Background: an optimization exercise with open tools, aiming at small area, a short achievable clock period and few clock cycles per item. Do not read the settings as production practice.
Where RTL was checked, it was by simulation tests only, not by an equivalence proof against the original.
Function not checked in run 1: the RTL went through the layout flow alone.
Power figures rest on the tool's default switching activity, not on a simulated workload.

<file path="flow/flow/run.sh">
#!/bin/bash
# Standard layout (the standard.sh), with plain buffers on the ports and a
# tighter setup repair target. Each tool's output goes to a log in this folder.
set -euo pipefail
bash standard.sh BUFFER_PORTS_ARGS="-buffer_cell sky130_fd_sc_hd__buf_4" SETUP_SLACK_MARGIN=5.7 finish > flow_make.log 2>&1
</file>
<file path="flow/standard.sh">
#!/bin/bash
# synth_recipe.tcl (not shown) runs the flow's synth.tcl, then flattens the netlist and writes it again
# the make line also repeats each setting of config.mk as NAME=value (left out here)
make -C /OpenROAD-flow-scripts/flow DESIGN_CONFIG=/design/flow/config.mk WORK_HOME=/design/flow/orfs CLKGATE_MAP_FILE= SYNTH_SCRIPT=/design/flow/synth_recipe.tcl "${@:-finish}"
</file>
<file path="flow/config.mk">
export PLATFORM = sky130hd
export DESIGN_NAME = lc4_ooo_core
export DESIGN_NICKNAME = lc4_ooo_core
export VERILOG_FILES = /design/flow/design.v
export SDC_FILE = /design/flow/constraint.sdc
export NUM_CORES = 4
export LEC_CHECK = 0
export CAP_MARGIN = 20
export CORE_MARGIN = 2
export CORE_UTILIZATION = 40
export CTS_CLUSTER_DIAMETER = 120
export CTS_CLUSTER_SIZE = 22
export SLEW_MARGIN = 20
</file>
<file path="flow/constraint.sdc">
create_clock -name core_clock -period 9.0 [get_ports {gwe}]
set_input_delay 1.8000 -clock core_clock [delete_from_list [all_inputs] [get_ports {gwe}]]
set_output_delay 1.8000 -clock core_clock [all_outputs]
set_load 0.01 [all_outputs]
</file>
<file path="flow/design.v">
`default_nettype none
package lc4_pkg;
   localparam logic [15:0] RESET_PC = 16'h8200;
   localparam logic [3:0] OP_ARITH = 4'b0001;
   localparam logic [3:0] OP_LOGIC = 4'b0101;
   localparam logic [3:0] OP_CONST = 4'b1001;
   function automatic logic insn_writes_rd(input logic [15:0] insn);
      case (insn[15:12])
         OP_ARITH: insn_writes_rd = insn[5] || (insn[4:3] != 2'b11);
         OP_LOGIC: insn_writes_rd = 1'b1;
         OP_CONST: insn_writes_rd = 1'b1;
         default:  insn_writes_rd = 1'b0;
      endcase
   endfunction
endpackage
`default_nettype wire
`timescale 1ns/1ps
`default_nettype none
module lc4_mul_csa (
   input  logic [15:0] a,
   input  logic [7:0]  one,    
   input  logic [7:0]  two,    
   input  logic [7:0]  neg,    
   output logic [15:0] s,
   output logic [15:0] c
);
   logic one0, two0, neg0;
   logic pp0_0;
   logic pp0_1;
   logic pp0_2;
   logic pp0_3;
   logic pp0_4;
   logic pp0_5;
   logic pp0_6;
   logic pp0_7;
   logic pp0_8;
   logic pp0_9;
   logic pp0_10;
   logic pp0_11;
   logic pp0_12;
   logic pp0_13;
   logic pp0_14;
   logic pp0_15;
   logic one1, two1, neg1;
   logic pp1_0;
   logic pp1_1;
   logic pp1_2;
   logic pp1_3;
   logic pp1_4;
   logic pp1_5;
   logic pp1_6;
   logic pp1_7;
   logic pp1_8;
   logic pp1_9;
   logic pp1_10;
   logic pp1_11;
   logic pp1_12;
   logic pp1_13;
   logic one2, two2, neg2;
   logic pp2_0;
   logic pp2_1;
   logic pp2_2;
   logic pp2_3;
   logic pp2_4;
   logic pp2_5;
   logic pp2_6;
   logic pp2_7;
   logic pp2_8;
   logic pp2_9;
   logic pp2_10;
   logic pp2_11;
   logic one3, two3, neg3;
   logic pp3_0;
   logic pp3_1;
   logic pp3_2;
   logic pp3_3;
   logic pp3_4;
   logic pp3_5;
   logic pp3_6;
   logic pp3_7;
   logic pp3_8;
   logic pp3_9;
   logic one4, two4, neg4;
   logic pp4_0;
   logic pp4_1;
   logic pp4_2;
   logic pp4_3;
   logic pp4_4;
   logic pp4_5;
   logic pp4_6;
   logic pp4_7;
   logic one5, two5, neg5;
   logic pp5_0;
   logic pp5_1;
   logic pp5_2;
   logic pp5_3;
   logic pp5_4;
   logic pp5_5;
   logic one6, two6, neg6;
   logic pp6_0;
   logic pp6_1;
   logic pp6_2;
   logic pp6_3;
   logic one7, two7, neg7;
   logic pp7_0;
   logic pp7_1;
   logic hs0, hc0;
   logic hs1, hc1;
   logic fs2, fc2;
   logic hs3, hc3;
   logic fs4, fc4;
   logic hs5, hc5;
   logic fs6, fc6;
   logic fs7, fc7;
   logic hs8, hc8;
   logic fs9, fc9;
   logic fs10, fc10;
   logic hs11, hc11;
   logic hs12, hc12;
   logic hs13, hc13;
   logic fs14, fc14;
   logic hs15, hc15;
   logic fs16, fc16;
   logic hs17, hc17;
   logic fs18, fc18;
   logic fs19, fc19;
   logic fs20, fc20;
   logic fs21, fc21;
   logic fs22, fc22;
   logic fs23, fc23;
   logic fs24, fc24;
   logic fs25, fc25;
   logic fs26, fc26;
   logic fs27, fc27;
   logic fs28, fc28;
   logic fs29, fc29;
   logic hs30, hc30;
   logic hs31, hc31;
   logic fs32, fc32;
   logic fs33, fc33;
   logic fs34, fc34;
   logic fs35, fc35;
   logic fs36, fc36;
   logic fs37, fc37;
   logic fs38, fc38;
   logic fs39, fc39;
   logic fs40, fc40;
   logic fs41, fc41;
   logic hs42, hc42;
   logic hs43, hc43;
   logic fs44, fc44;
   logic fs45, fc45;
   logic fs46, fc46;
   logic fs47, fc47;
   logic fs48, fc48;
   logic fs49, fc49;
   logic fs50, fc50;
   logic fs51, fc51;
   logic fs52, fc52;
   logic fs53, fc53;
   logic fs54, fc54;
   logic fs55, fc55;
   assign one0 = one[0];
   assign two0 = two[0];
   assign neg0 = neg[0];
   assign pp0_0 = (one0 & a[0]) ^ neg0;
   assign pp0_1 = ((one0 & a[1]) | (two0 & a[0])) ^ neg0;
   assign pp0_2 = ((one0 & a[2]) | (two0 & a[1])) ^ neg0;
   assign pp0_3 = ((one0 & a[3]) | (two0 & a[2])) ^ neg0;
   assign pp0_4 = ((one0 & a[4]) | (two0 & a[3])) ^ neg0;
   assign pp0_5 = ((one0 & a[5]) | (two0 & a[4])) ^ neg0;
   assign pp0_6 = ((one0 & a[6]) | (two0 & a[5])) ^ neg0;
   assign pp0_7 = ((one0 & a[7]) | (two0 & a[6])) ^ neg0;
   assign pp0_8 = ((one0 & a[8]) | (two0 & a[7])) ^ neg0;
   assign pp0_9 = ((one0 & a[9]) | (two0 & a[8])) ^ neg0;
   assign pp0_10 = ((one0 & a[10]) | (two0 & a[9])) ^ neg0;
   assign pp0_11 = ((one0 & a[11]) | (two0 & a[10])) ^ neg0;
   assign pp0_12 = ((one0 & a[12]) | (two0 & a[11])) ^ neg0;
   assign pp0_13 = ((one0 & a[13]) | (two0 & a[12])) ^ neg0;
   assign pp0_14 = ((one0 & a[14]) | (two0 & a[13])) ^ neg0;
   assign pp0_15 = ((one0 & a[15]) | (two0 & a[14])) ^ neg0;
   assign one1 = one[1];
   assign two1 = two[1];
   assign neg1 = neg[1];
   assign pp1_0 = (one1 & a[0]) ^ neg1;
   assign pp1_1 = ((one1 & a[1]) | (two1 & a[0])) ^ neg1;
   assign pp1_2 = ((one1 & a[2]) | (two1 & a[1])) ^ neg1;
   assign pp1_3 = ((one1 & a[3]) | (two1 & a[2])) ^ neg1;
   assign pp1_4 = ((one1 & a[4]) | (two1 & a[3])) ^ neg1;
   assign pp1_5 = ((one1 & a[5]) | (two1 & a[4])) ^ neg1;
   assign pp1_6 = ((one1 & a[6]) | (two1 & a[5])) ^ neg1;
   assign pp1_7 = ((one1 & a[7]) | (two1 & a[6])) ^ neg1;
   assign pp1_8 = ((one1 & a[8]) | (two1 & a[7])) ^ neg1;
   assign pp1_9 = ((one1 & a[9]) | (two1 & a[8])) ^ neg1;
   assign pp1_10 = ((one1 & a[10]) | (two1 & a[9])) ^ neg1;
   assign pp1_11 = ((one1 & a[11]) | (two1 & a[10])) ^ neg1;
   assign pp1_12 = ((one1 & a[12]) | (two1 & a[11])) ^ neg1;
   assign pp1_13 = ((one1 & a[13]) | (two1 & a[12])) ^ neg1;
   assign one2 = one[2];
   assign two2 = two[2];
   assign neg2 = neg[2];
   assign pp2_0 = (one2 & a[0]) ^ neg2;
   assign pp2_1 = ((one2 & a[1]) | (two2 & a[0])) ^ neg2;
   assign pp2_2 = ((one2 & a[2]) | (two2 & a[1])) ^ neg2;
   assign pp2_3 = ((one2 & a[3]) | (two2 & a[2])) ^ neg2;
   assign pp2_4 = ((one2 & a[4]) | (two2 & a[3])) ^ neg2;
   assign pp2_5 = ((one2 & a[5]) | (two2 & a[4])) ^ neg2;
   assign pp2_6 = ((one2 & a[6]) | (two2 & a[5])) ^ neg2;
   assign pp2_7 = ((one2 & a[7]) | (two2 & a[6])) ^ neg2;
   assign pp2_8 = ((one2 & a[8]) | (two2 & a[7])) ^ neg2;
   assign pp2_9 = ((one2 & a[9]) | (two2 & a[8])) ^ neg2;
   assign pp2_10 = ((one2 & a[10]) | (two2 & a[9])) ^ neg2;
   assign pp2_11 = ((one2 & a[11]) | (two2 & a[10])) ^ neg2;
   assign one3 = one[3];
   assign two3 = two[3];
   assign neg3 = neg[3];
   assign pp3_0 = (one3 & a[0]) ^ neg3;
   assign pp3_1 = ((one3 & a[1]) | (two3 & a[0])) ^ neg3;
   assign pp3_2 = ((one3 & a[2]) | (two3 & a[1])) ^ neg3;
   assign pp3_3 = ((one3 & a[3]) | (two3 & a[2])) ^ neg3;
   assign pp3_4 = ((one3 & a[4]) | (two3 & a[3])) ^ neg3;
   assign pp3_5 = ((one3 & a[5]) | (two3 & a[4])) ^ neg3;
   assign pp3_6 = ((one3 & a[6]) | (two3 & a[5])) ^ neg3;
   assign pp3_7 = ((one3 & a[7]) | (two3 & a[6])) ^ neg3;
   assign pp3_8 = ((one3 & a[8]) | (two3 & a[7])) ^ neg3;
   assign pp3_9 = ((one3 & a[9]) | (two3 & a[8])) ^ neg3;
   assign one4 = one[4];
   assign two4 = two[4];
   assign neg4 = neg[4];
   assign pp4_0 = (one4 & a[0]) ^ neg4;
   assign pp4_1 = ((one4 & a[1]) | (two4 & a[0])) ^ neg4;
   assign pp4_2 = ((one4 & a[2]) | (two4 & a[1])) ^ neg4;
   assign pp4_3 = ((one4 & a[3]) | (two4 & a[2])) ^ neg4;
   assign pp4_4 = ((one4 & a[4]) | (two4 & a[3])) ^ neg4;
   assign pp4_5 = ((one4 & a[5]) | (two4 & a[4])) ^ neg4;
   assign pp4_6 = ((one4 & a[6]) | (two4 & a[5])) ^ neg4;
   assign pp4_7 = ((one4 & a[7]) | (two4 & a[6])) ^ neg4;
   assign one5 = one[5];
   assign two5 = two[5];
   assign neg5 = neg[5];
   assign pp5_0 = (one5 & a[0]) ^ neg5;
   assign pp5_1 = ((one5 & a[1]) | (two5 & a[0])) ^ neg5;
   assign pp5_2 = ((one5 & a[2]) | (two5 & a[1])) ^ neg5;
   assign pp5_3 = ((one5 & a[3]) | (two5 & a[2])) ^ neg5;
   assign pp5_4 = ((one5 & a[4]) | (two5 & a[3])) ^ neg5;
   assign pp5_5 = ((one5 & a[5]) | (two5 & a[4])) ^ neg5;
   assign one6 = one[6];
   assign two6 = two[6];
   assign neg6 = neg[6];
   assign pp6_0 = (one6 & a[0]) ^ neg6;
   assign pp6_1 = ((one6 & a[1]) | (two6 & a[0])) ^ neg6;
   assign pp6_2 = ((one6 & a[2]) | (two6 & a[1])) ^ neg6;
   assign pp6_3 = ((one6 & a[3]) | (two6 & a[2])) ^ neg6;
   assign one7 = one[7];
   assign two7 = two[7];
   assign neg7 = neg[7];
   assign pp7_0 = (one7 & a[0]) ^ neg7;
   assign pp7_1 = ((one7 & a[1]) | (two7 & a[0])) ^ neg7;
   assign hs0 = pp0_10 ^ pp1_8;
   assign hc0 = pp0_10 & pp1_8;
   assign hs1 = pp0_11 ^ pp1_9;
   assign hc1 = pp0_11 & pp1_9;
   assign fs2 = pp0_12 ^ pp1_10 ^ pp2_8;
   assign fc2 = (pp0_12 & pp1_10) | (pp0_12 & pp2_8) | (pp1_10 & pp2_8);
   assign hs3 = pp3_6 ^ pp4_4;
   assign hc3 = pp3_6 & pp4_4;
   assign fs4 = pp0_13 ^ pp1_11 ^ pp2_9;
   assign fc4 = (pp0_13 & pp1_11) | (pp0_13 & pp2_9) | (pp1_11 & pp2_9);
   assign hs5 = pp3_7 ^ pp4_5;
   assign hc5 = pp3_7 & pp4_5;
   assign fs6 = pp0_14 ^ pp1_12 ^ pp2_10;
   assign fc6 = (pp0_14 & pp1_12) | (pp0_14 & pp2_10) | (pp1_12 & pp2_10);
   assign fs7 = pp3_8 ^ pp4_6 ^ pp5_4;
   assign fc7 = (pp3_8 & pp4_6) | (pp3_8 & pp5_4) | (pp4_6 & pp5_4);
   assign hs8 = pp6_2 ^ pp7_0;
   assign hc8 = pp6_2 & pp7_0;
   assign fs9 = pp0_15 ^ pp1_13 ^ pp2_11;
   assign fc9 = (pp0_15 & pp1_13) | (pp0_15 & pp2_11) | (pp1_13 & pp2_11);
   assign fs10 = pp3_9 ^ pp4_7 ^ pp5_5;
   assign fc10 = (pp3_9 & pp4_7) | (pp3_9 & pp5_5) | (pp4_7 & pp5_5);
   assign hs11 = pp6_3 ^ pp7_1;
   assign hc11 = pp6_3 & pp7_1;
   assign hs12 = pp0_6 ^ pp1_4;
   assign hc12 = pp0_6 & pp1_4;
   assign hs13 = pp0_7 ^ pp1_5;
   assign hc13 = pp0_7 & pp1_5;
   assign fs14 = pp0_8 ^ pp1_6 ^ pp2_4;
   assign fc14 = (pp0_8 & pp1_6) | (pp0_8 & pp2_4) | (pp1_6 & pp2_4);
   assign hs15 = pp3_2 ^ pp4_0;
   assign hc15 = pp3_2 & pp4_0;
   assign fs16 = pp0_9 ^ pp1_7 ^ pp2_5;
   assign fc16 = (pp0_9 & pp1_7) | (pp0_9 & pp2_5) | (pp1_7 & pp2_5);
   assign hs17 = pp3_3 ^ pp4_1;
   assign hc17 = pp3_3 & pp4_1;
   assign fs18 = hs0 ^ pp2_6 ^ pp3_4;
   assign fc18 = (hs0 & pp2_6) | (hs0 & pp3_4) | (pp2_6 & pp3_4);
   assign fs19 = pp4_2 ^ pp5_0 ^ neg5;
   assign fc19 = (pp4_2 & pp5_0) | (pp4_2 & neg5) | (pp5_0 & neg5);
   assign fs20 = hc0 ^ hs1 ^ pp2_7;
   assign fc20 = (hc0 & hs1) | (hc0 & pp2_7) | (hs1 & pp2_7);
   assign fs21 = pp3_5 ^ pp4_3 ^ pp5_1;
   assign fc21 = (pp3_5 & pp4_3) | (pp3_5 & pp5_1) | (pp4_3 & pp5_1);
   assign fs22 = hc1 ^ fs2 ^ hs3;
   assign fc22 = (hc1 & fs2) | (hc1 & hs3) | (fs2 & hs3);
   assign fs23 = pp5_2 ^ pp6_0 ^ neg6;
   assign fc23 = (pp5_2 & pp6_0) | (pp5_2 & neg6) | (pp6_0 & neg6);
   assign fs24 = fc2 ^ hc3 ^ fs4;
   assign fc24 = (fc2 & hc3) | (fc2 & fs4) | (hc3 & fs4);
   assign fs25 = hs5 ^ pp5_3 ^ pp6_1;
   assign fc25 = (hs5 & pp5_3) | (hs5 & pp6_1) | (pp5_3 & pp6_1);
   assign fs26 = fc4 ^ hc5 ^ fs6;
   assign fc26 = (fc4 & hc5) | (fc4 & fs6) | (hc5 & fs6);
   assign fs27 = fs7 ^ hs8 ^ neg7;
   assign fc27 = (fs7 & hs8) | (fs7 & neg7) | (hs8 & neg7);
   assign fs28 = fc6 ^ fc7 ^ hc8;
   assign fc28 = (fc6 & fc7) | (fc6 & hc8) | (fc7 & hc8);
   assign fs29 = fs9 ^ fs10 ^ hs11;
   assign fc29 = (fs9 & fs10) | (fs9 & hs11) | (fs10 & hs11);
   assign hs30 = pp0_4 ^ pp1_2;
   assign hc30 = pp0_4 & pp1_2;
   assign hs31 = pp0_5 ^ pp1_3;
   assign hc31 = pp0_5 & pp1_3;
   assign fs32 = hs12 ^ pp2_2 ^ pp3_0;
   assign fc32 = (hs12 & pp2_2) | (hs12 & pp3_0) | (pp2_2 & pp3_0);
   assign fs33 = hc12 ^ hs13 ^ pp2_3;
   assign fc33 = (hc12 & hs13) | (hc12 & pp2_3) | (hs13 & pp2_3);
   assign fs34 = hc13 ^ fs14 ^ hs15;
   assign fc34 = (hc13 & fs14) | (hc13 & hs15) | (fs14 & hs15);
   assign fs35 = fc14 ^ hc15 ^ fs16;
   assign fc35 = (fc14 & hc15) | (fc14 & fs16) | (hc15 & fs16);
   assign fs36 = fc16 ^ hc17 ^ fs18;
   assign fc36 = (fc16 & hc17) | (fc16 & fs18) | (hc17 & fs18);
   assign fs37 = fc18 ^ fc19 ^ fs20;
   assign fc37 = (fc18 & fc19) | (fc18 & fs20) | (fc19 & fs20);
   assign fs38 = fc20 ^ fc21 ^ fs22;
   assign fc38 = (fc20 & fc21) | (fc20 & fs22) | (fc21 & fs22);
   assign fs39 = fc22 ^ fc23 ^ fs24;
   assign fc39 = (fc22 & fc23) | (fc22 & fs24) | (fc23 & fs24);
   assign fs40 = fc24 ^ fc25 ^ fs26;
   assign fc40 = (fc24 & fc25) | (fc24 & fs26) | (fc25 & fs26);
   assign fs41 = fc26 ^ fc27 ^ fs28;
   assign fc41 = (fc26 & fc27) | (fc26 & fs28) | (fc27 & fs28);
   assign hs42 = pp0_2 ^ pp1_0;
   assign hc42 = pp0_2 & pp1_0;
   assign hs43 = pp0_3 ^ pp1_1;
   assign hc43 = pp0_3 & pp1_1;
   assign fs44 = hs30 ^ pp2_0 ^ neg2;
   assign fc44 = (hs30 & pp2_0) | (hs30 & neg2) | (pp2_0 & neg2);
   assign fs45 = hc30 ^ hs31 ^ pp2_1;
   assign fc45 = (hc30 & hs31) | (hc30 & pp2_1) | (hs31 & pp2_1);
   assign fs46 = hc31 ^ fs32 ^ neg3;
   assign fc46 = (hc31 & fs32) | (hc31 & neg3) | (fs32 & neg3);
   assign fs47 = fc32 ^ fs33 ^ pp3_1;
   assign fc47 = (fc32 & fs33) | (fc32 & pp3_1) | (fs33 & pp3_1);
   assign fs48 = fc33 ^ fs34 ^ neg4;
   assign fc48 = (fc33 & fs34) | (fc33 & neg4) | (fs34 & neg4);
   assign fs49 = fc34 ^ fs35 ^ hs17;
   assign fc49 = (fc34 & fs35) | (fc34 & hs17) | (fs35 & hs17);
   assign fs50 = fc35 ^ fs36 ^ fs19;
   assign fc50 = (fc35 & fs36) | (fc35 & fs19) | (fs36 & fs19);
   assign fs51 = fc36 ^ fs37 ^ fs21;
   assign fc51 = (fc36 & fs37) | (fc36 & fs21) | (fs37 & fs21);
   assign fs52 = fc37 ^ fs38 ^ fs23;
   assign fc52 = (fc37 & fs38) | (fc37 & fs23) | (fs38 & fs23);
   assign fs53 = fc38 ^ fs39 ^ fs25;
   assign fc53 = (fc38 & fs39) | (fc38 & fs25) | (fs39 & fs25);
   assign fs54 = fc39 ^ fs40 ^ fs27;
   assign fc54 = (fc39 & fs40) | (fc39 & fs27) | (fs40 & fs27);
   assign fs55 = fc40 ^ fs41 ^ fs29;
   assign fc55 = (fc40 & fs41) | (fc40 & fs29) | (fs41 & fs29);
   assign s[0] = pp0_0;
   assign c[0] = neg0;
   assign s[1] = pp0_1;
   assign c[1] = 1'b0;
   assign s[2] = hs42;
   assign c[2] = neg1;
   assign s[3] = hc42;
   assign c[3] = hs43;
   assign s[4] = hc43;
   assign c[4] = fs44;
   assign s[5] = fc44;
   assign c[5] = fs45;
   assign s[6] = fc45;
   assign c[6] = fs46;
   assign s[7] = fc46;
   assign c[7] = fs47;
   assign s[8] = fc47;
   assign c[8] = fs48;
   assign s[9] = fc48;
   assign c[9] = fs49;
   assign s[10] = fc49;
   assign c[10] = fs50;
   assign s[11] = fc50;
   assign c[11] = fs51;
   assign s[12] = fc51;
   assign c[12] = fs52;
   assign s[13] = fc52;
   assign c[13] = fs53;
   assign s[14] = fc53;
   assign c[14] = fs54;
   assign s[15] = fc54;
   assign c[15] = fs55;
endmodule
module lc4_booth (
   input  logic [15:0] b,
   output logic [7:0]  one,
   output logic [7:0]  two,
   output logic [7:0]  neg
);
   logic [16:0] bx;
   assign bx = {b, 1'b0};
   always_comb
      for (int j = 0; j < 8; j++) begin
         one[j] = bx[2*j+1] ^ bx[2*j];
         two[j] = (bx[2*j+2] & ~bx[2*j+1] & ~bx[2*j]) | (~bx[2*j+2] & bx[2*j+1] & bx[2*j]);
         neg[j] = bx[2*j+2];
      end
endmodule
`default_nettype wire
`timescale 1ns/1ps
`default_nettype none
module lc4_ooo_core (
   input  logic        gwe,
   input  logic        rst_n,
   output logic [15:0] imem_addr,
   input  logic [15:0] imem_out,
   output logic        commit_valid,
   output logic [15:0] commit_pc,
   output logic [15:0] commit_insn,
   output logic [15:0] commit_value,
   output logic        commit_we,
   output logic [2:0]  commit_reg,
   output logic [2:0]  commit_nzp
);
   logic [15:0] pc_f;
   logic [15:0] d_insn;
   logic        x_valid, x_we, x_mulph;
   logic [15:0] x_insn, x_a, x_b;
   logic [7:0]  x_one, x_two, x_neg;    
   logic        c_valid, c_we, c_zero;
   logic [15:0] c_pc, c_insn, c_value;
   logic [15:0] rf [8];
   logic [7:0]  rf_ok;
   logic        x_sub, x_and, x_or, x_xor, x_mul;
   logic        stall, x_wr;
   logic [15:0] sum, res, mul_s, mul_c;
   assign stall = x_valid && x_mul && !x_mulph;    
   assign sum   = x_a + (x_b ^ {16{x_sub}}) + {15'd0, x_sub};
   lc4_mul_csa i_mul (.a(x_a), .one(x_one), .two(x_two), .neg(x_neg), .s(mul_s), .c(mul_c));
   always_comb begin
      if (x_and)
         res = x_a & x_b;
      else if (x_or)
         res = x_a | x_b;
      else if (x_xor)
         res = x_a ^ x_b;
      else
         res = sum;
   end
   assign x_wr = x_valid && x_we && !stall;
   logic [3:0]  d_op;
   logic [2:0]  d_rs, d_rt, d_fn;
   logic [15:0] rf_a, rf_b, d_imm, a_next, b_next;
   logic [7:0]  b_one, b_two, b_neg;
   logic        d_arith, d_logic, d_const, d_imm_sel, d_not, byp_a, byp_b, use_a, d_mul;
   assign d_op      = d_insn[15:12];
   assign d_fn      = d_insn[5:3];
   assign d_rs      = d_insn[8:6];
   assign d_rt      = d_insn[2:0];
   assign d_arith   = (d_op == lc4_pkg::OP_ARITH);
   assign d_logic   = (d_op == lc4_pkg::OP_LOGIC);
   assign d_const   = (d_op == lc4_pkg::OP_CONST);
   assign d_not     = d_logic && (d_fn == 3'b001);
   assign d_mul     = d_arith && (d_fn == 3'b001);
   assign d_imm_sel = d_const || d_not || (d_fn[2] && (d_arith || d_logic));
   assign d_imm     = d_const ? {{7{d_insn[8]}}, d_insn[8:0]} :
                      d_not   ? 16'hffff : {{11{d_insn[4]}}, d_insn[4:0]};
   assign use_a     = !d_const;
   always_comb begin
      rf_a = 16'h0000;
      rf_b = 16'h0000;
      for (int i = 0; i < 8; i++) begin
         rf_a = rf_a | (rf[i] & {16{use_a && rf_ok[i] && d_rs == i[2:0]}});
         rf_b = rf_b | (rf[i] & {16{rf_ok[i] && d_rt == i[2:0]}});
      end
   end
   assign byp_a     = use_a && x_wr && (x_insn[11:9] == d_rs);
   assign byp_b     = x_wr && (x_insn[11:9] == d_rt);
   assign a_next    = byp_a ? res : rf_a;
   assign b_next    = d_imm_sel ? d_imm : (byp_b ? res : rf_b);
   lc4_booth i_booth (.b(b_next), .one(b_one), .two(b_two), .neg(b_neg));
   assign imem_addr = pc_f;
   assign d_insn    = imem_out;
   always_ff @(posedge gwe or negedge rst_n) begin
      if (!rst_n) begin
         pc_f    <= lc4_pkg::RESET_PC;
         c_pc    <= lc4_pkg::RESET_PC;
         x_valid <= 1'b0;
         x_mulph <= 1'b0;
         c_valid <= 1'b0;
         rf_ok   <= '0;
      end else begin
         if (!stall)
            pc_f <= pc_f + 16'd1;
         if (c_valid)
            c_pc <= c_pc + 16'd1;
         if (!stall)
            x_valid <= 1'b1;
         x_mulph <= stall;
         c_valid <= x_valid && !stall;
         if (x_wr)
            rf_ok[x_insn[11:9]] <= 1'b1;
      end
   end
   always_ff @(posedge gwe) begin
      x_one  <= b_one;
      x_two  <= b_two;
      x_neg  <= b_neg;
      if (stall) begin
         x_a <= mul_s;
         x_b <= mul_c;
      end else begin
         x_insn <= d_insn;
         x_we   <= lc4_pkg::insn_writes_rd(d_insn);
         x_sub  <= d_arith && (d_fn == 3'b010);
         x_mul  <= d_mul;
         x_and  <= d_logic && (d_fn == 3'b000 || d_fn[2]);
         x_or   <= d_logic && (d_fn == 3'b010);
         x_xor  <= d_logic && (d_fn == 3'b011 || d_fn == 3'b001);
         x_a    <= a_next;
         x_b    <= b_next;
      end
      c_insn  <= x_insn;
      c_we    <= x_we;
      c_value <= res;
      c_zero  <= (res == 16'h0000);
      if (x_wr)
         rf[x_insn[11:9]] <= res;
   end
   assign commit_valid = c_valid;
   assign commit_pc    = c_pc;
   assign commit_insn  = c_insn;
   assign commit_value = c_value;
   assign commit_we    = c_we;
   assign commit_reg   = c_insn[11:9];
   assign commit_nzp   = {c_value[15], c_zero, !c_value[15] && !c_zero};
endmodule
`default_nettype wire
</file>
==> results of run 1 <==
[area by class of cell]
class                   instances  area (µm²)
multi-input cells             959        7980
inverters                      85         319
clock buffers                  26         459
repair buffers                165        1330
fillers                      3526       19600
well taps                     511         639
flip-flops and latches        283        7440
clock inverters                 4        41.3
[metrics by stage]
step,worst slack [ns],instance area (µm²),hold WS (ns),utilization (%),cells
2_1_floorplan,5.57,15800,0.323,-,1426
3_3_place_gp,4.63,16800,0.324,44.4,1954
3_5_place_dp,4.62,16800,0.327,44.4,1955
4_1_cts,5.66,17800,0.348,46.9,2015
5_1_grt,5.59,18200,0.353,48.1,2033
6_report,5.64,18200,0.347,48.1,2033
[flip-flops by register name (all words and copies together) (netlist names), 8 cells and up]
signal / cells
c_value: 16
pc_f: 16
x_a: 16
c_insn: 16
rf_ok: 8
x_two: 8
x_insn: 16
x_neg: 8
rf: 128
c_pc: 16
x_one: 8
x_b: 16
[cell usage after synthesis (all sizes together) (34+ instances only)]
cell / number
edfxtp: 150
inv: 85
a22oi: 161
xor2: 52
clkbuf: 85
xnor2: 97
dfxtp: 90
fa: 34
nand2: 81
nor2: 84
dfrtp: 39
o21ai: 37
ha: 68
a21oi: 52
[metal layers]
metal | share of wire (%) | GRT usage, %
met4 | 2.8 | 7.09
met2 | 47 | 37.3
met3 | 7.9 | 2.86
met1 | 42 | 31.9
met5 | 0 | 0
[power breakdown]
| group | total [mW] | leakage [nW] | internal [mW] | switching, mW |
|---|---|---|---|---|
| logic | 1.80 | 4.09 | 0.783 | 1.02 |
| clock network | 0.826 | 0.242 | 0.365 | 0.461 |
| registers | 1.77 | 2.71 | 1.57 | 0.196 |
[worst max-delay path by stage]
stage                     cells past startpoint  slack, ns        to
after floorplan                              13       5.57  x_two[7]
after global placement                        9       4.63  x_two[4]
after detailed placement                      8       4.62    x_a[1]
after CTS                                    12       5.66   x_b[15]
after global routing                         12       5.59   x_b[15]
final                                        12       5.64   x_b[15]
[repair_timing]
item,in CTS,in global routing
hold buffers,0,0
endpoints found under the setup margin,133,74
pin swaps,18,36
gates resized for setup,72,69
gates cloned,2,0
setup buffers,28,18
[kinds of logic (layout without fill, tap and decap cells)]
group | Yosys count | after routing | share of synthesized area, %
flip-flops | 283 | 283 | 47.9
other | 1 | 1 | 0.0243
XOR/XNOR | 150 | 150 | 8.62
AND/OR/NAND/NOR | 312 | 314 | 10.2
multiplexers | 20 | 20 | 1.32
AO/OA/AOI/OAI | 372 | 372 | 17.3
adder cells (fa/ha/maj) | 102 | 102 | 9.93
buffers and inverters | 186 | 280 | 4.74
==> impl_results.md, run 1 <==
- Std cell rows: 71
- Cell taking the most area after synthesis: edfxtp_1
- Core ar.: 37,800 µm²
- Slew of the pin with the lowest slew margin: 0.878 ns
- Largest net degree at the start of global routing: 45
- RSZ-0062 raised after global routing: true
- Setup crit end kind: flip-flop
- Mean area per synthesized cell: 10.8 µm²
- Setup_tns: 0 ns
- Status: no timing/DRC/antenna violations
- Final hold vios: 0
- FF-to-FF setup slack: 5.64 ns
- First-pass GRT wire length: 71,600 µm
- Initial drt markers: 1,280
- Main flop type after synthesis: edfxtp_1
- CTS tree: built
- Clk buf depth: 3
- Final slew viol count: 0
- Clock sink total: 283
- N_diodes: 0
- CTS clk-pin slew, worst paths: 0.10 ns
- Critical path required time: 9.39 ns
- Ratio of total power to cell area: 241 nW/µm²
- Final antenna-violating net count: 0
- Clock latency on the worst-skew pair: 0.53 ns
- Ranking of synthesized cells by area: edfxtp_1, dfxtp_1, a22oi_1
- Final period util: 37.3%
- Yosys top cell area share: 29.2%
- Crit-path max cell delay: 0.56 ns
- EDFF count, synth: 150
- Crit. Startpoint: x_two[1]
- FF-to-FF Start: x_two[1]
- Crit path cell chain: a22oi_2 > xnor2_2 > fa_1 > inv_1 > fa_1 > fa_2 > xnor2_2 > xnor2_1 > xnor2_1 > xnor2_1 > xnor2_2 > a2bb2oi_2
- Hold path depth: 0
- Worst path slowest cell: fa_1
- Drc violations: 0
- Most frequent cells in the layout: buf_4, edfxtp_1, a22oi_1
- Asr flop ratio synth: 15.2%
- Min-delay worst type: reg2reg
- Setup Skew: 0.0226 ns
- Maxcap violations: 0
- WP buf/inv: 1
- Syn Nets: 1,546
- Grt ovf: 0
- Sequential-to-total area share from yosys stat: 47.9%
- Cell count after synthesis: 1,426
- Max-slew headroom: 41.5%
- CP Class: reg2reg
- Vias: 12,100
- Total of warnings raised by yosys: 2
- Nets: 1,631
- Tmin final: 3.36 ns
- Peak Freq: 298 MHz
- Die area: 40,100 µm²
- VDD IR-drop max: 0.137 mV
- Initial antenna violation count: 0
- WL/cell: 23.6 µm
- Htree depth: 1
- Hold Crit Start: x_insn[12]
- Startpoint class of the critical path: flip-flop
- Leading cell type in the layout, fill and taps excluded: buf_4
- CP Max Fanout: 8
- Vias in the first global route: 11,500
- IO Pins: 90
- Family with the most delay on the worst path: adder cells
- Total CTS buffers: 17
- Final Power: 4.40 mW
- Register-to-Register Path Depth: 12
- Post-Syn Area: 15,400 µm²
- Post-synthesis register bit count: 283
- Avg Vias per Cell: 5.93
- Die width: 200 µm
- Setup violations, final: 0
- Starting Density: 40.8%
- Reg2reg end: x_b[15]
- DIE HEIGHT: 200 µm
- GR Util All Layers: 22.9%
- Static leakage: 7.04 nW
- WHS Endpoint: c_insn[12]
- Area grow syn2layout: 18.1%
- Port Buffers: 89
- Synth cell types: 77
- Drt pass-1 iters: 6
- Worst Path Arrival: 3.75 ns
- Routed wire length: 47,900 µm
- Root buf cell: clkbuf_16
- Dpl hpwl: 31,100 µm
- Layout cells sized above 1: 22.1%
- Gp weighted congestion: 0.914
==> run 2: changes to the inputs <==
--- a/flow/design.v
+++ b/flow/design.v
@@ -434,4 +434,5 @@
 );
    logic [15:0] pc_f;
+   logic        d_valid;
    logic [15:0] d_insn;
    logic        x_valid, x_we, x_mulph;
@@ -491,9 +492,9 @@
    lc4_booth i_booth (.b(b_next), .one(b_one), .two(b_two), .neg(b_neg));
    assign imem_addr = pc_f;
-   assign d_insn    = imem_out;
    always_ff @(posedge gwe or negedge rst_n) begin
       if (!rst_n) begin
          pc_f    <= lc4_pkg::RESET_PC;
          c_pc    <= lc4_pkg::RESET_PC;
+         d_valid <= 1'b0;
          x_valid <= 1'b0;
          x_mulph <= 1'b0;
@@ -501,10 +502,11 @@
          rf_ok   <= '0;
       end else begin
-         if (!stall)
+         if (!(d_valid && d_mul && !stall))
             pc_f <= pc_f + 16'd1;
          if (c_valid)
             c_pc <= c_pc + 16'd1;
+         d_valid <= 1'b1;
          if (!stall)
-            x_valid <= 1'b1;
+            x_valid <= d_valid;
          x_mulph <= stall;
          c_valid <= x_valid && !stall;
@@ -514,4 +516,5 @@
    end
    always_ff @(posedge gwe) begin
+      d_insn <= imem_out;
       x_one  <= b_one;
       x_two  <= b_two;
==> flow/flow/run.sh (replaced) <==
#!/bin/bash
# Standard layout (the standard.sh), with plain buffers on the ports and a
# tighter setup repair target. Each tool's output goes to a log in this folder.
set -euo pipefail
bash standard.sh BUFFER_PORTS_ARGS="-buffer_cell sky130_fd_sc_hd__buf_1" SETUP_SLACK_MARGIN=5.95 finish > flow_make.log 2>&1
==> run 2 against run 1 <==
  * Die area grew 3.6%
  * Hold slack got worse by 0.011 ns
  * Critical path depth shrank 2
  * Fmax rose by 6.3%
  * Sequential power grew 5%
==> impl_results.md, run 2 <==
- Status: no timing/DRC/antenna violations
- IO Pins: 90
- Critical path required time: 9.37 ns
- Max-slew headroom: 24.9%
- Dpl hpwl: 32,600 µm
- Grt ovf: 0
- Core ar.: 39,500 µm²
- Yosys top cell area share: 28.2%
- Die area: 41,600 µm²
- Main flop type after synthesis: edfxtp_1
- Vias: 12,300
- Leading cell type in the layout, fill and taps excluded: a22oi_1
- Port Buffers: 89
- Final antenna-violating net count: 0
- Commonest cells in the netlist: a22oi_1, edfxtp_1, dfxtp_1
- EDFF count, synth: 150
- Starting Density: 40.4%
- Most common cell in the synthesized netlist: a22oi_1
- Setup crit end kind: flip-flop
- Slew of the pin with the lowest slew margin: 1.12 ns
- Initial drt markers: 1,141
- Setup violations, final: 0
- Root buf cell: clkbuf_16
- RSZ-0062 raised after global routing: true
- Maxcap violations: 0
- Met3 GRT Util: 2.90%
- Total of warnings raised by yosys: 2
- Area after DPL: 16,800 µm²
- Gp weighted congestion: 0.924
- Static leakage: 6.93 nW
- Cell taking the most area after synthesis: edfxtp_1
- N_diodes: 0
- Setup Skew: 0.0235 ns
- Register-to-Register Path Depth: 10
- Cell count after synthesis: 1,462
- Reg2reg end: x_a[13]
- Ratio of total power to cell area: 230 nW/µm²
- Crit path cell chain: a22oi_1 > xnor2_1 > ha_1 > fa_1 > inv_1 > fa_1 > inv_1 > fa_1 > nor2_1 > a21oi_1
- Final slew viol count: 0
- Total CTS buffers: 17
- Die width: 204 µm
- Synth cell types: 83
- CTS tree: built
- Worst path slowest cell: dfxtp_2
- VDD IR-drop max: 0.173 mV
- Sequential-to-total area share from yosys stat: 48.4%
- Util after Layout: 47.0%
- Final Power: 4.28 mW
- Flip-flop count of the largest register after layout: 128
- Area grow syn2layout: 16.4%
- Final period util: 35.1%
- CP dominant cell by count: fa_1
- WP buf/inv: 2
- FF-to-FF setup slack: 5.84 ns
- Syn Nets: 1,582
- Hold Crit Start: x_insn[14]
- Mean area per synthesized cell: 10.9 µm²
- Drc violations: 0
- Std cell rows: 73
- Crit-path max cell delay: 0.60 ns
- DIE HEIGHT: 204 µm
- Peak Freq: 316 MHz
- Min-delay worst type: reg2reg
- Post-synthesis register bit count: 300
- Final hold vios: 0
- Hold path depth: 0
- WHS Endpoint: c_insn[14]
- Tmin final: 3.16 ns
- CP Class: reg2reg
- Design Area, Final: 18,600 µm²
- Family with the most delay on the worst path: adder cells
- Worst Path Arrival: 3.53 ns
- Initial antenna violation count: 2
- CTS clk-pin slew, worst paths: 0.11 ns
- Layout cells sized above 1: 17.8%
- Startpoint class of the critical path: flip-flop
- Met1 GRT Util: 32.4%
- Most frequent cells in the layout: a22oi_1, edfxtp_1, xnor2_1
- Vias in the first global route: 11,700
- GR Util All Layers: 22.9%
- FF-to-FF Start: x_a[4]
- Post-CTS Hold Buffers: 0
- Routed wire length: 49,200 µm
- WL/cell: 23.4 µm
- Nets: 1,686
- Clock latency on the worst-skew pair: 0.53 ns
- Ranking of synthesized cells by area: edfxtp_1, dfxtp_1, a22oi_1
- CP Max Fanout: 15
- Met2 Usage GRT: 36.5%
- Post-Syn Area: 16,000 µm²
- Htree depth: 1
- Asr flop ratio synth: 14.7%
- Clock sink total: 300
- Drt pass-1 iters: 6
- Avg Vias per Cell: 5.84
- Clk buf depth: 3
- Largest net degree at the start of global routing: 59
- Setup_tns: 0 ns
- First-pass GRT wire length: 72,300 µm
- GR peak layer: met2
-- run 2: layout make-up --
class / count / area (µm²)
Clock inverter: 2 / 17.5
Sequential cell: 300 / 7800
Multi-Input combinational cell: 975 / 8220
Inverter: 89 / 343
Timing Repair Buffer: 183 / 1100
Tap cell: 525 / 657
Clock buffer: 28 / 467
Fill cell: 3564 / 20900
-- run 2: metal layers --
| metal | vias to the layer above | part of all wire, % | wire (µm) |
|---|---|---|---|
| li1 | 5498 | - | - |
| met1 | 6081 | 43 | 21000 |
| met2 | 597 | 47 | 22900 |
| met3 | 94 | 7.7 | 3800 |
| met4 | 2 | 3.0 | 1470 |
| met5 | - | 0.0081 | 4 |
-- run 2: cells by family (layout without fill, tap and decap cells) --
kind of cell	Yosys count	after routing	synth area share [%]
DFF	300	300	48.4
adders and majority gates	102	102	9.58
muxes	27	27	1.77
buffers and inverters	187	302	4.78
xor gates and xnor gates	150	150	8.22
AOI/OAI and AO/OA	370	370	16.9
other	1	1	0.0235
and+or+nand+nor	325	325	10.3
-- run 2: worst max path at each step --
stage / from / end / slack, ns / cells after the start
floorplan: x_one[0] / x_b[15] / 5.91 / 15
CTS: x_one[2] / x_b[15] / 5.83 / 13
detailed placement: x_sub / x_b[12] / 5.06 / 11
finish: x_a[4] / x_a[13] / 5.84 / 10
global route: x_one[2] / x_b[15] / 5.70 / 13
global placement: x_sub / x_b[12] / 5.17 / 10
-- run 2: through the flow --
stage	instances	hold WS [ns]	setup slack [ns]
floorplan	1462	0.323	5.91
global placement	2006	0.326	5.17
detailed placement	2006	0.327	5.06
CTS	2064	0.344	5.83
global route	2102	0.351	5.70
finish	2102	0.337	5.84
-- run 2: worst register-to-register path, cell delays in order (launching register included) --
cell and delay, ns:
dfxtp_2 0.60, a22oi_1 0.18, xnor2_1 0.16, ha_1 0.33, fa_1 0.55, inv_1 0.06, fa_1 0.51, inv_1 0.05
fa_1 0.40, nor2_1 0.14, a21oi_1 0.05
-- run 2: power by group --
part	internal (mW)	total [mW]	leakage [nW]	switching, mW
clock	0.362	0.805	0.232	0.443
combinational	0.690	1.63	3.84	0.940
sequential	1.65	1.85	2.86	0.203
-- run 2: repair_timing --
item	in CTS	in global routing
setup endpoints to repair	169	60
resized for setup	78	93
gates cloned	0	1
pin swaps	26	40
buffers inserted	28	37
Testbench counts of run 2, summed over its fixed seeds: cycles 17,590, items 16,000.
==> run 3: changes to the inputs <==
==> flow/flow/run.sh (replaced) <==
#!/bin/bash
# Standard layout (the standard.sh), with plain buffers on the ports and a
# tighter setup repair target. Each tool's output goes to a log in this folder.
set -euo pipefail
bash standard.sh BUFFER_PORTS_ARGS="-buffer_cell sky130_fd_sc_hd__buf_1" SETUP_SLACK_MARGIN=5.5 finish > flow_make.log 2>&1
==> run 3 against run 2 <==
  * Critical path type unchanged
  * Utilization decreased by 3.0 points
  * Sequential cell count unchanged
  * Largest cell class is now registers
  * Still clean
  * Non-clock buffer count decreased by 64
==> impl_results.md, run 3 <==
- Grt ovf: 0
- Final worst slack: 5.54 ns
- Drc violations: 0
- Ranking of synthesized cells by area: edfxtp_1, dfxtp_1, a22oi_1
- Port Buffers: 89
- Asr flop ratio synth: 14.7%
- Area grow syn2layout: 8.96%
- Drt pass-1 iters: 5
- DIE HEIGHT: 204 µm
- Vias: 11,900
- Synth cell types: 83
- Root buf cell: clkbuf_16
- Nets: 1,622
- Clk buf depth: 3
- CP Max Fanout: 9
- Hold Crit Start: x_insn[5]
- Clock latency on the worst-skew pair: 0.52 ns
- Yosys top cell area share: 28.2%
- Ratio of total power to cell area: 234 nW/µm²
- Starting Density: 40.4%
- Clock sink total: 300
- Mean area per synthesized cell: 10.9 µm²
- Main flop type after synthesis: edfxtp_1
- CP Class: reg2reg
- GR Util All Layers: 22.6%
- Cell count after synthesis: 1,462
- Slew of the pin with the lowest slew margin: 1.08 ns
- IO Pins: 90
- Total CTS buffers: 17
- Htree depth: 1
- Routed wire length: 47,100 µm
- Gp weighted congestion: 0.925
- Setup crit end kind: flip-flop
- Final period util: 38.5%
- Min-delay worst type: reg2reg
- Largest net degree at the start of global routing: 65
- Register-to-Register Path Depth: 13
- Final hold vios: 0
- Setup_tns: 0 ns
- Final antenna-violating net count: 0
- Maxcap violations: 0
- Reg2reg end: x_b[15]
- Hold path depth: 0
- Setup violations, final: 0
- Status: no timing/DRC/antenna violations
- Peak Freq: 289 MHz
- Final slew viol count: 0
- Std cell rows: 73
- Post-synthesis register bit count: 300
- Sequential-to-total area share from yosys stat: 48.4%
- Flip-flop count of the largest register after layout: 128
- RSZ-0062 raised after global routing: true
- Initial drt markers: 1,267
- Most common cell in the synthesized netlist: a22oi_1
- WHS Endpoint: c_insn[5]
- Setup Skew: 0.0216 ns
- Core ar.: 39,500 µm²
- Cell taking the most area after synthesis: edfxtp_1
- Leading cell type in the layout, fill and taps excluded: a22oi_1
- Static leakage: 6.55 nW
- WL/cell: 23.1 µm
- Die area: 41,600 µm²
- First-pass GRT wire length: 71,600 µm
- Syn Nets: 1,582
- Die width: 204 µm
- N_diodes: 0
- FF-to-FF setup slack: 5.54 ns
- Tmin final: 3.46 ns
- Layout cells sized above 1: 8.72%
- Worst Path Arrival: 3.92 ns
- Max-slew headroom: 28.0%
- Total of warnings raised by yosys: 2
- Startpoint class of the critical path: flip-flop
- VDD IR-drop max: 0.207 mV
- FF-to-FF Start: x_a[10]
- Avg Vias per Cell: 5.84
- Commonest cells in the netlist: a22oi_1, edfxtp_1, dfxtp_1
- EDFF count, synth: 150
- Dpl hpwl: 32,500 µm
- Vias in the first global route: 11,600
- Filler cell count: 3,732
- Critical path required time: 9.45 ns
- Most frequent cells in the layout: a22oi_1, edfxtp_1, xnor2_1
- CTS tree: built
- Post-Syn Area: 16,000 µm²
- Initial antenna violation count: 2
- Place WS: 5.16 ns
- CTS clk-pin slew, worst paths: 0.10 ns
run 3: cell counts after synthesis:
Identical to the previous run, type by type.
run 3: layout make-up:
cell class | count | area (µm²) | share of cell area [%]
Sequential cell | 300 | 7770 | 44.6
Multi-Input combinational cell | 975 | 7590 | 43.6
Tap cell | 525 | 657 | 3.77
Timing Repair Buffer | 119 | 576 | 3.30
Clock buffer | 28 | 467 | 2.68
Inverter | 89 | 334 | 1.92
Clock inverter | 2 | 17.5 | 0.101
run 3: worst max path at each step:
stage | start | end | slack [ns] | depth (start not counted)
after global placement | x_sub | c_zero | 5.24 | 10
after global routing | x_one[2] | x_b[15] | 5.28 | 13
after CTS | x_neg[0] | x_b[15] | 5.50 | 12
after floorplan | x_neg[2] | x_b[15] | 5.51 | 13
after detailed placement | x_sub | c_zero | 5.16 | 10
final | x_a[10] | x_b[15] | 5.54 | 13
run 3: cells by family (layout without fill, tap and decap cells):
logic type	Yosys count	after routing	synth area share, %
compound gates	370	370	16.9
xor+xnor	150	150	8.22
fa+ha+maj	102	102	9.58
buf+inv	187	238	4.78
flops	300	300	48.4
mux	27	27	1.77
other cells	1	1	0.0235
simple gates	325	325	10.3
run 3: critical path: stages (launching register included):
cell and delay, ns:
dfxtp_2 0.46, a22oi_1 0.14, xnor2_1 0.16, fa_1 0.56
inv_1 0.06, fa_1 0.51, fa_1 0.45, xor2_1 0.18
xnor2_1 0.19, xnor2_1 0.17, xnor2_1 0.17, xnor2_1 0.15
nor2_1 0.05, a31oi_1 0.15
run 3: timing repair:
item,4_1_cts,5_1_grt
hold buffers,0,0
resized for setup,19,19
pin swaps,0,2
buffers inserted,2,0
setup endpoints to repair,36,22
run 3: per-stage QoR:
step | utilization (%) | hold slack (ns) | cell area [µm²] | power (mW) | cells
after floorplan | - | 0.323 | 16000 | 2.77 | 1462
after global placement | 42.5 | 0.326 | 16800 | 3.24 | 2006
after detailed placement | 42.5 | 0.327 | 16800 | 3.27 | 2006
after CTS | 43.9 | 0.347 | 17400 | 4.08 | 2038
after global routing | 44.0 | 0.355 | 17400 | 4.33 | 2038
final | 44.0 | 0.338 | 17400 | 4.08 | 2038
run 3: power by group:
group          total, mW  switching [mW]  internal (mW)
logic               1.42           0.850          0.567
registers           1.86           0.212           1.64
clock network      0.811           0.449          0.362
run 3: layer usage:
metal | share of wire, % | vias to the layer above | track usage (%)
li1 | - | 5376 | -
met1 | 43 | 5917 | 31.8
met2 | 46 | 503 | 35.9
met3 | 7.7 | 98 | 3.14
met4 | 3.3 | 2 | 7.30
met5 | 0.028 | - | 0
==> run 4: changes to the inputs <==
==> flow/flow/run.sh (replaced) <==
#!/bin/bash
# Standard layout (the standard.sh), with plain buffers on the ports and a
# tighter setup repair target. Each tool's output goes to a log in this folder.
set -euo pipefail
bash standard.sh BUFFER_PORTS_ARGS="-buffer_cell sky130_fd_sc_hd__buf_1" SETUP_SLACK_MARGIN=5.7 finish > flow_make.log 2>&1
==> run 4 against run 3 <==
  * Combinational power is 6% higher
  * Synthesized cell count stayed put
  * Critical path depth stayed put
==> impl_results.md, run 4 <==
- Setup crit end kind: flip-flop
- Drc violations: 0
- Peak Freq: 305 MHz
- Critical path required time: 9.43 ns
- Setup_tns: 0 ns
- M1 WL: 20,400 µm
- Clock sink total: 300
- Slew of the pin with the lowest slew margin: 1.06 ns
- Die area: 41,600 µm²
- Synth cell types: 83
- Dpl hpwl: 32,300 µm
- GR Util All Layers: 22.1%
- Startpoint class of the critical path: flip-flop
- Htree depth: 1
- Design Area, Final: 17,700 µm²
- N_diodes: 0
- VDD IR-drop max: 0.203 mV
- Avg Vias per Cell: 5.80
- Final Power: 4.16 mW
- CP endpoint: x_b[15]
- Internal power: 2.63 mW
- Largest net degree at the start of global routing: 68
- Crit. Startpoint: x_two[0]
- Worst Path Arrival: 3.72 ns
- Hold Crit Start: x_insn[14]
- Static leakage: 6.65 nW
- Vias: 11,900
- RSZ-0062 raised after global routing: true
- Die width: 204 µm
- IO Pins: 90
- Setup violations, final: 0
- Syn Nets: 1,582
- CP Max Fanout: 8
- FF-to-FF Start: x_two[0]
- Vias in the first global route: 11,500
- Max-slew headroom: 29.0%
- Gp weighted congestion: 0.941
- Grt ovf: 0
- Post-Syn Area: 16,000 µm²
- Clk buf depth: 3
- Clock latency on the worst-skew pair: 0.53 ns
- Nets: 1,635
- Cell count after synthesis: 1,462
- Port Buffers: 89
- Initial antenna violation count: 0
- NetSw: 1.53 mW
- DR WL met3: 3490 µm
- Hold WS: 0.345 ns
- CP Class: reg2reg
- Layout cells sized above 1: 11.9%
- Clock Power Share: 19.3%
- Initial drt markers: 1,182
- Total of warnings raised by yosys: 2
- Root buf cell: clkbuf_16
- Final antenna-violating net count: 0
- Leading cell type in the layout, fill and taps excluded: a22oi_1
- Commonest cells in the netlist: a22oi_1, edfxtp_1, dfxtp_1
- First-pass GRT wire length: 69,800 µm
- Drt pass-1 iters: 6
- Yosys top cell area share: 28.2%
- Final hold vios: 0
- DR top layer: met4
- Core ar.: 39,500 µm²
- CTS tree: built
- Cell taking the most area after synthesis: edfxtp_1
- Reg2reg end: x_b[15]
- Std cell rows: 73
- Ratio of total power to cell area: 234 nW/µm²
- Starting Density: 40.4%
- Post-synthesis register bit count: 300
- Switching Share: 36.8%
- Asr flop ratio synth: 14.7%
- Tmin final: 3.28 ns
- Sequential-to-total area share from yosys stat: 48.4%
- Gate power share: 36.3%
- Final slew viol count: 0
- Main flop type after synthesis: edfxtp_1
- Area after DPL: 16,800 µm²
- Mean area per synthesized cell: 10.9 µm²
- EDFF count, synth: 150
- Maxcap violations: 0
- Setup Skew: 0.0367 ns
- Register-to-Register Path Depth: 13
- WL/cell: 22.8 µm
- Ranking of synthesized cells by area: edfxtp_1, dfxtp_1, a22oi_1
- Metal2 WL: 21,200 µm
- Flip-flop count of the largest register after layout: 128
- Final worst slack: 5.72 ns
- DIE HEIGHT: 204 µm
- CTS clk-pin slew, worst paths: 0.11 ns
- Area grow syn2layout: 11.0%
- Total CTS buffers: 17
- Routed wire length: 46,700 µm
- Most common cell in the synthesized netlist: a22oi_1
- Most frequent cells in the layout: a22oi_1, edfxtp_1, xnor2_1
- Place WS: 5.19 ns
- Min-delay worst type: reg2reg
- Final period util: 36.5%
- Sequential share of power: 44.4%
- Status: no timing/DRC/antenna violations
- FF-to-FF setup slack: 5.72 ns
run 4: layout make-up:
type	count	area, µm²
multi-input combinational	975	7780
clock inverter	2	17.5
clock buffer	28	467
timing repair buffer	132	686
sequential	300	7800
tap	525	657
inverter	89	334
fill	3654	21800
run 4: how the worst min path moves through the flow:
| stage | end | slack (ns) | cells past startpoint |
|---|---|---|---|
| 4_1_cts | c_insn[8] | 0.35 | 0 |
| 2_1_floorplan | c_insn[0] | 0.32 | 0 |
| 3_5_place_dp | c_insn[8] | 0.33 | 0 |
| 6_report | c_insn[14] | 0.35 | 0 |
| 3_3_place_gp | c_insn[8] | 0.33 | 0 |
| 5_1_grt | c_insn[4] | 0.35 | 0 |
run 4: critical path: stages (launching register included):
cell and delay [ns]:
dfxtp_4 0.40, a22oi_2 0.23, xnor2_2 0.09, fa_1 0.55, inv_1 0.05, fa_1 0.46
fa_2 0.38, xor2_2 0.19, xnor2_1 0.18, xnor2_1 0.15, xnor2_1 0.16, xnor2_1 0.15
nor2_1 0.06, a31oi_1 0.15
run 4: what timing repair did:
item,in CTS,in global routing
buffers inserted,8,13
endpoints found under the setup margin,109,46
endpoints found under the hold margin,0,0
hold buffers,0,0
resized for setup,42,49
pin swaps,5,28
run 4: kinds of logic (layout without fill, tap and decap cells):
kind of cell / count (synthesis) / in the layout / synth area share, %
AO/OA/AOI/OAI: 370 / 370 / 16.9
XOR/XNOR: 150 / 150 / 8.22
adder cells (fa/ha/maj): 102 / 102 / 9.58
buffers and inverters: 187 / 251 / 4.78
flip-flops: 300 / 300 / 48.4
multiplexers: 27 / 27 / 1.77
other: 1 / 1 / 0.0235
AND/OR/NAND/NOR: 325 / 325 / 10.3
run 4: metrics by stage:
stage                     util [%]  instances
after floorplan                  -       1462
final                         44.9       2051
after CTS                     44.1       2038
after global routing          44.9       2051
after detailed placement      42.4       2000
after global placement        42.4       2000
run 4: power by group through the flow:
| stage | Combinational [mW] | Sequential, mW | Clock (mW) |
|---|---|---|---|
| floorplan | 0.986 | 1.79 | 0 |
| global placement | 1.40 | 1.87 | 0 |
| detailed placement | 1.41 | 1.87 | 0 |
| CTS | 1.45 | 1.84 | 0.821 |
| global route | 1.68 | 1.87 | 0.868 |
| finish | 1.51 | 1.85 | 0.802 |
run 4: routing by layer:
layer | up-vias | global-route usage, %
li1 | 5391 | -
met1 | 5872 | 31.1
met2 | 533 | 35.0
met3 | 105 | 3.30
met4 | 0 | 7.40
met5 | - | 0
==> run 5: changes to the inputs <==
--- a/flow/config.mk
+++ b/flow/config.mk
@@ -9,5 +9,5 @@
 export CORE_MARGIN = 2
 export CORE_UTILIZATION = 40
-export CTS_CLUSTER_DIAMETER = 120
-export CTS_CLUSTER_SIZE = 22
+export CTS_CLUSTER_DIAMETER = 130
+export CTS_CLUSTER_SIZE = 26
 export SLEW_MARGIN = 20
==> run 5 against run 4 <==
  * Non-clock buffer count grew 16
  * Utilization grew 0.13 points
  * Critical path depth shrank 1
  * First-iteration DRC count shrank 1.5%
  * Routed wire length is essentially flat
  * Largest power group unchanged
  * Fmax shrank 0.40%
  * Global-route usage is essentially flat
  * Via count grew 0.18%
==> impl_results.md, run 5 <==
- Final worst slack: 5.70 ns
- Htree depth: 1
- Largest net degree at the start of global routing: 68
- Setup violations, final: 0
- Mean area per synthesized cell: 10.9 µm²
- RSZ-0062 raised after global routing: true
- Main flop type after synthesis: edfxtp_1
- Tmin final: 3.30 ns
- Yosys top cell area share: 28.2%
- Final antenna-violating net count: 0
- Vias: 11,900
- Crit-path max cell delay: 0.54 ns
- Worst Path Arrival: 3.67 ns
- CTS tree: built
- CTS clk-pin slew, worst paths: 0.11 ns
- Final period util: 36.6%
- Internal power: 2.61 mW
- WP buf/inv: 4
- First-pass GRT wire length: 69,900 µm
- Maxcap violations: 0
- Hold Crit Start: x_insn[12]
- Starting Density: 40.4%
- Hold path depth: 0
- Die width: 204 µm
- Avg Vias per Cell: 5.78
- Clock Power Share: 18.0%
- Critical path required time: 9.37 ns
- Clock sink total: 300
- CP Max Fanout: 6
- IO Pins: 90
- Grt ovf: 0
- Util after Layout: 45.0%
- WL/cell: 22.7 µm
- CP Class: reg2reg
- FF-to-FF setup slack: 5.70 ns
- Startpoint class of the critical path: flip-flop
- Commonest cells in the netlist: a22oi_1, edfxtp_1, dfxtp_1
- Crit path cell chain: buf_4 > a22oi_2 > xor2_1 > fa_1 > inv_1 > fa_1 > inv_1 > fa_1 > inv_1 > fa_1 > nor2_2 > a21oi_1
- FF-to-FF Start: x_a[9]
- Port Buffers: 89
- Switching Share: 37.0%
- Setup_tns: 0 ns
- Static leakage: 6.72 nW
- Layout cells sized above 1: 12.8%
- Register-to-Register Path Depth: 12
- Cell count after synthesis: 1,462
- Sequential share of power: 44.4%
- WHS Endpoint: c_insn[12]
- Peak Freq: 303 MHz
- Dpl hpwl: 32,300 µm
- Ratio of total power to cell area: 232 nW/µm²
- Final hold vios: 0
- Total of warnings raised by yosys: 2
- Vias in the first global route: 11,500
- Post-Syn Area: 16,000 µm²
- Flip-flop count of the largest register after layout: 128
- Setup Skew: 0.0167 ns
- Final Power: 4.14 mW
- Die area: 41,600 µm²
- Slew of the pin with the lowest slew margin: 1.07 ns
- Min-delay worst type: reg2reg
- Max-slew headroom: 28.4%
- Place WS: 5.19 ns
- Gp weighted congestion: 0.941
- Clk buf depth: 3
- Total CTS buffers: 15
- Initial antenna violation count: 1
- DIE HEIGHT: 204 µm
- Setup crit end kind: flip-flop
- Clock latency on the worst-skew pair: 0.51 ns
- Routed wire length: 46,700 µm
- Cell taking the most area after synthesis: edfxtp_1
- Worst path slowest cell: fa_1
- Synth cell types: 83
- Ranking of synthesized cells by area: edfxtp_1, dfxtp_1, a22oi_1
- Sequential-to-total area share from yosys stat: 48.4%
- Family with the most delay on the worst path: adder cells
- Std cell rows: 73
- Area grow syn2layout: 11.3%
- Nets: 1,649
- Drc violations: 0
- Core ar.: 39,500 µm²
- Asr flop ratio synth: 14.7%
- Initial drt markers: 1,164
- Reg2reg end: x_b[12]
- Most frequent cells in the layout: a22oi_1, edfxtp_1, xnor2_1
- Final slew viol count: 0
- Syn Nets: 1,582
- Gate power share: 37.6%
- GR Util All Layers: 22.1%
- Post-synthesis register bit count: 300
- Most common cell in the synthesized netlist: a22oi_1
- NetSw: 1.53 mW
- Root buf cell: clkbuf_16
- EDFF count, synth: 150
- Status: no timing/DRC/antenna violations
- Drt pass-1 iters: 5
- N_diodes: 0
- VDD IR-drop max: 0.145 mV
- CP dominant cell by count: fa_1
==> run 5: cell counts after synthesis <==
No cell type changed its count.
==> run 5: worst reg2reg max path, stage by stage, from the launching register on <==
cell and delay, ns:
dfxtp_4 0.38, buf_4 0.17, a22oi_2 0.16, xor2_1 0.12, fa_1 0.52, inv_1 0.05
fa_1 0.49, inv_1 0.05, fa_1 0.54, inv_1 0.06, fa_1 0.45, nor2_2 0.11
a21oi_1 0.05
==> run 5: logic make-up (layout without fill, tap and decap cells) <==
group	after synthesis	count (layout)	synth area share [%]
compound gates	370	370	16.9
flops	300	300	48.4
other cells	1	1	0.0235
xor+xnor	150	150	8.22
fa+ha+maj	102	102	9.58
mux	27	27	1.77
buf+inv	187	263	4.78
simple gates	325	325	10.3
==> run 5: cell type report <==
class	count	area (µm²)
fill	3668	21800
sequential	300	7800
multi-input combinational	975	7770
timing repair buffer	148	797
tap	525	657
clock buffer	24	409
inverter	89	334
clock inverter	2	25.0
==> run 5: per-layer routing <==
layer  wire length, µm  up-vias  share of wire [%]  GRT usage (%)
met5                 0        -                  0              0
met4              1510        0                3.2           7.85
met3              3300       93                7.1           3.03
met2             21400      486                 46           34.8
met1             20500     5929                 44           31.1
li1                  -     5414                  -              -
==> run 5: power by group through the flow <==
stage	registers, mW	clock network (mW)	logic, mW
after floorplan	1.79	0	0.986
after global placement	1.87	0	1.40
after detailed placement	1.87	0	1.41
after CTS	1.84	0.768	1.46
after global routing	1.86	0.815	1.71
final	1.84	0.747	1.55
==> run 5: worst max path at each step <==
stage,endpoint,start,cells after the start
after global routing,x_b[15],x_two[0],13
after floorplan,x_b[15],x_one[0],15
after CTS,x_b[15],x_a[10],13
final,x_b[12],x_a[9],12
after global placement,x_one[1],x_sub,10
after detailed placement,x_b[15],x_neg[0],12
==> run 5: repair_timing <==
item / in CTS / in global routing
buffers inserted: 12 / 25
pin swaps: 6 / 27
hold buffers: 0 / 0
endpoints found under the hold margin: 0 / 0
endpoints found under the setup margin: 109 / 42
gates resized for setup: 44 / 48
==> run 5: metrics by stage <==
step / area, µm² / hold slack [ns] / instances
floorplan: 16000 / 0.323 / 1462
global placement: 16800 / 0.326 / 2000
detailed placement: 16800 / 0.329 / 2000
CTS: 17400 / 0.352 / 2038
global route: 17800 / 0.353 / 2063
finish: 17800 / 0.350 / 2063

==> static timing again, ports no longer ideal <==
No port has a modelled driver above. Below, the same layouts with a new extraction and two added sets of constraints. Step 1: set_driving_cell puts a clkbuf_16 on gwe and a buf_2 on each other input, an assumption about the parent block. Step 2 adds t to the input delays and takes it off the output delays; t is the mean of the earliest and latest rising clock arrival at the registers after step 1. Input paths then give back, and output paths get back, about the clock's delay inside the block. Three values: ideal, step 1, step 2; two values: the first two.
run	shift t [ns]	slack for setup (ns)	hold WS [ns]	worst setup path after step 2	clock arrival spread, ns
run 1	0.574	5.642 / 5.642 / 5.192	0.347 / 0.347 / 0.347	input to register	0.023 / 0.023
run 2	0.564	5.839 / 5.839 / 5.839	0.337 / 0.337 / 0.337	register to register	0.025 / 0.025
run 3	0.568	5.536 / 5.536 / 5.536	0.338 / 0.338 / 0.338	register to register	0.023 / 0.023
run 4	0.572	5.717 / 5.717 / 5.717	0.345 / 0.345 / 0.345	register to register	0.037 / 0.037
run 5	0.558	5.704 / 5.704 / 5.704	0.350 / 0.350 / 0.350	register to register	0.019 / 0.019
After both steps every run listed still meets setup and hold. For run 1, which loses most, drivers alone change the setup slack by 0.000 ns; drivers and shift together by -0.450 ns.
